What follows belongs to an exercise in optimizing a design on an open flow for small area, a short achievable clock period and few clock cycles per item; a production flow would make more cautious choices.
RTL that was checked went through simulation tests only; none was proved equivalent to the original.
Power and IR drop assume default switching activity.

v6:
Design bch_decoder, start of the top module:
module bch_decoder (
	input                      clk,
	input                      rstn,
	input                      i_set,
	input  [1:0]               i_code,
	input  [8-1:0]   i_data,
	output                     o_ready,
	output                     o_finish,
	output [8-1:0]    o_odata
);
	logic       syn_valid;
	logic       syn_take;
	logic [7:0] s1;
	logic [7:0] s3;
	logic       is63;
	bch_syndrome u_syndrome (
		.clk     (clk),
		.rstn    (rstn),
		.i_set   (i_set),
		.i_code  (i_code),
		.i_data  (i_data),
		.o_ready (o_ready),
		.o_valid (syn_valid),
		.i_take  (syn_take),
		.o_s1    (s1),
		.o_s3    (s3),
		.o_is63  (is63)
	);
	bch_berlekamp u_solver (
		.clk      (clk),
		.rstn     (rstn),
		.i_valid  (syn_valid),
		.o_take   (syn_take),
		.i_s1     (s1),
		.i_s3     (s3),
		.i_is63   (is63),
		.o_finish (o_finish),
		.o_odata  (o_odata)
	);
endmodule
Size in the first run: ~730 cells after synthesis, about 54 flip-flops, about 23 I/O pins.
export LEC_CHECK = 0
export CAP_MARGIN = 20
export CORE_MARGIN = 2
export CORE_UTILIZATION = 40
export SLEW_MARGIN = 20
create_clock -name core_clock -period 10.0 [get_ports {clk}]
run.sh (not shown) runs the stock make flow with config.mk's settings and CLKGATE_MAP_FILE= SYNTH_SCRIPT=/design/flow/synth_recipe.tcl, a recipe that flattens the netlist after the stock synthesis.
[inputs] v7 vs v6
Settings: SETUP_SLACK_MARGIN newly set to 5; ABC_CLOCK_PERIOD_IN_PS newly set to 4000.
==> notes.md <==
v7 vs. v6: number of fill cells now smaller; setup slack went up.
Relative to v6, the cell count measured on v7 has increased by a few percent.
Run comparison: v7 slowest cell on the critical path nor4_2; v6 slowest cell on the critical path edfxtp_1
Taking v6 as the reference, in v7 smallest hold slack stayed essentially flat, total of plain and repair buffers excluding clock buffers rose 22, clock buffer instance count of the final layout neither gained nor lost much, final wirelength increased 3.4%.
No run of this note included a check of the RTL's function; only the layout flow was run.

* * *

bch_decoder, a different RTL version from the one above (not shown whole).
Size: ~690 cells after synthesis, roughly 23 I/O pins, ~5800 um2 of cells after synthesis.
Settings: LEC_CHECK=0, CAP_MARGIN=20, CORE_MARGIN=2, CORE_UTILIZATION=40, CTS_BUF_LIST=sky130_fd_sc_hd__clkbuf_2 sky130_fd_sc_hd__clkbuf_4 sky130_fd_sc_hd__clkbuf_8, SLEW_MARGIN=20; clock period 10.0 ns.
standard.sh (not shown) runs the stock make flow with config.mk's settings and CLKGATE_MAP_FILE= SYNTH_SCRIPT=/design/flow/synth_recipe.tcl, a recipe that flattens the netlist after the stock synthesis.
==> flow/flow/run.sh <==
#!/bin/bash
# Standard layout, with timing repair aiming for 7 ns of setup slack at the
# 10 ns clock, so the paths are optimised for a shorter achieved period.
set -euo pipefail
bash standard.sh SETUP_SLACK_MARGIN=7 finish > make_finish.log 2>&1
Testbench counts at the start, summed over its fixed seeds: cycles 14,902, frames 512.
Rerun with:
==> flow/flow/run.sh (replaced) <==
#!/bin/bash
# Standard layout, with timing repair aiming for 7 ns of setup slack at the
# 10 ns clock (so the paths are optimised for a shorter achieved period), and
# a small clock tree: the design has about 70 flip-flops.
set -euo pipefail
bash standard.sh SETUP_SLACK_MARGIN=7 \
	"CTS_ARGS=-buf_list sky130_fd_sc_hd__clkbuf_8 -repair_clock_nets -dont_use_dummy_load" \
	finish > make_finish.log 2>&1
--- a/flow/config.mk
+++ b/flow/config.mk
@@ -10,2 +10 @@
-export CORE_UTILIZATION = 40
-export CTS_BUF_LIST = sky130_fd_sc_hd__clkbuf_2 sky130_fd_sc_hd__clkbuf_4 sky130_fd_sc_hd__clkbuf_8
+export CORE_UTILIZATION = 60
=> Register-to-register slack gets better by 0.02 ns. Cell count fell by 7.9%. Routed wire length shrinks by 5.1%. Power decreases by 4.2%. Cell area falls by 3.0%. Clock-buffer cell count drops by 1. Combinational power climbs by about 1%. Global-route usage grows by 10 points.
Rerun with:
--- a/flow/flow/run.sh
+++ b/flow/flow/run.sh
@@ -4 +4 @@
-# a small clock tree: the design has about 70 flip-flops.
+# a one-level clock tree: the design has about 70 flip-flops.
@@ -7 +7 @@
-	"CTS_ARGS=-buf_list sky130_fd_sc_hd__clkbuf_8 -repair_clock_nets -dont_use_dummy_load" \
+	"CTS_ARGS=-buf_list sky130_fd_sc_hd__clkbuf_16 -root_buf sky130_fd_sc_hd__clkbuf_16 -sink_clustering_enable -sink_clustering_size 80 -sink_clustering_max_diameter 1000 -repair_clock_nets -dont_use_dummy_load" \
--- a/flow/config.mk
+++ b/flow/config.mk
@@ -10 +10,2 @@
-export CORE_UTILIZATION = 60
+export CORE_UTILIZATION = 40
+export CTS_BUF_LIST = sky130_fd_sc_hd__clkbuf_2 sky130_fd_sc_hd__clkbuf_4 sky130_fd_sc_hd__clkbuf_8
Result: Routed wire length climbs by 5.8%. Via count barely changes. Worst hold slack improves by 0.0083 ns.
Rerun with:
==> flow/flow/run.sh (replaced) <==
#!/bin/bash
# Standard layout, with timing repair aiming for 7 ns of setup slack at the
# 10 ns clock (so the paths are optimised for a shorter achieved period), and
# a small clock tree: the design has about 70 flip-flops.
set -euo pipefail
bash standard.sh SETUP_SLACK_MARGIN=7 \
	"CTS_ARGS=-buf_list sky130_fd_sc_hd__clkbuf_8 -repair_clock_nets -dont_use_dummy_load" \
	finish > make_finish.log 2>&1
--- a/flow/config.mk
+++ b/flow/config.mk
@@ -10,2 +10 @@
-export CORE_UTILIZATION = 40
-export CTS_BUF_LIST = sky130_fd_sc_hd__clkbuf_2 sky130_fd_sc_hd__clkbuf_4 sky130_fd_sc_hd__clkbuf_8
+export CORE_UTILIZATION = 30
The new run completed without violations.
Utilization fell by 11 points.
Wire length rose by 0.34%.
Power fell by 5.9%.
Maximum frequency fell by 1.1%.
Clock skew rose by 0.015 ns.
Non-clock buffer count fell by 2.
Combinational power hardly moves.
Rerun with:
--- a/flow/config.mk
+++ b/flow/config.mk
@@ -10 +10,2 @@
-export CORE_UTILIZATION = 30
+export CORE_UTILIZATION = 40
+export CTS_BUF_LIST = sky130_fd_sc_hd__clkbuf_2 sky130_fd_sc_hd__clkbuf_4 sky130_fd_sc_hd__clkbuf_8
- maximum frequency is about the same
- clock-buffer cell count does not change
- die area decreases by 24%
- sequential power hardly moves
- cell area decreases by 1.2%
- routed wire length decreases by 0.36%
- worst setup slack gets worse by 0.0059 ns
- combinational power stays flat
- sequential share of layout area increases by 0.37 points
- hold slack gets worse by 0.015 ns
Rerun with:
--- a/flow/config.mk
+++ b/flow/config.mk
@@ -10,2 +10 @@
-export CORE_UTILIZATION = 40
-export CTS_BUF_LIST = sky130_fd_sc_hd__clkbuf_2 sky130_fd_sc_hd__clkbuf_4 sky130_fd_sc_hd__clkbuf_8
+export CORE_UTILIZATION = 75
The changed run finished clean.
Global-route usage goes up by 21 points.
Power goes up by about 4.4%.
Critical path depth does not change.
Routed wire length goes up by about 5.6%.
Non-clock buffer count goes down by 2.
Sequential share of layout area goes up by 0.56 points.
Combinational power goes up by about 8%.
Design area goes down by 1.8%.
Setup slack improves by 0.018 ns.
Flip-flop and latch count does not change.

-- what the ideal ports hide --
No port has a modelled driver above. Below, the same layouts with a new extraction and two added sets of constraints.
Step 1 sets driving cells, clkbuf_16 on the clock port and buf_2 on the other inputs (assumed; they add their load-dependent delay and slew).
Step 2 adds t to the input delays and takes it off the output delays; t is the mean of the earliest and latest rising clock arrival at the registers after step 1. Input paths then give back, and output paths get back, about the clock's delay inside the block.
a / b / c = no drivers / after step 1 / after step 2; a / b = the first two.
run | shift t [ns] | setup WS [ns] | hold WS [ns] | worst setup path after step 2
v6 | 0.347 | 4.158 / 4.123 / 4.470 | 0.437 / 0.437 / 0.437 | register to output
v7 | 0.347 | 5.121 / 5.093 / 5.121 | 0.438 / 0.438 / 0.438 | register to register
the first run of note 2 | 0.401 | 6.880 / 6.847 / 6.911 | 0.440 / 0.440 / 0.440 | input to register
the second run of note 2 | 0.379 | 6.900 / 6.865 / 6.887 | 0.419 / 0.419 / 0.419 | input to register
the third run of note 2 | 0.374 | 6.911 / 6.870 / 6.905 | 0.428 / 0.428 / 0.428 | input to register
the fourth run of note 2 | 0.397 | 6.877 / 6.840 / 6.911 | 0.435 / 0.435 / 0.435 | input to register
the fifth run of note 2 | 0.398 | 6.871 / 6.837 / 6.915 | 0.420 / 0.420 / 0.420 | input to register
the sixth run of note 2 | 0.382 | 6.889 / 6.854 / 6.851 | 0.469 / 0.469 / 0.469 | input to register
After both steps every run listed still meets setup and hold. For the sixth run of note 2, which loses most, drivers alone change the setup slack by -0.035 ns; drivers and shift together by -0.038 ns.
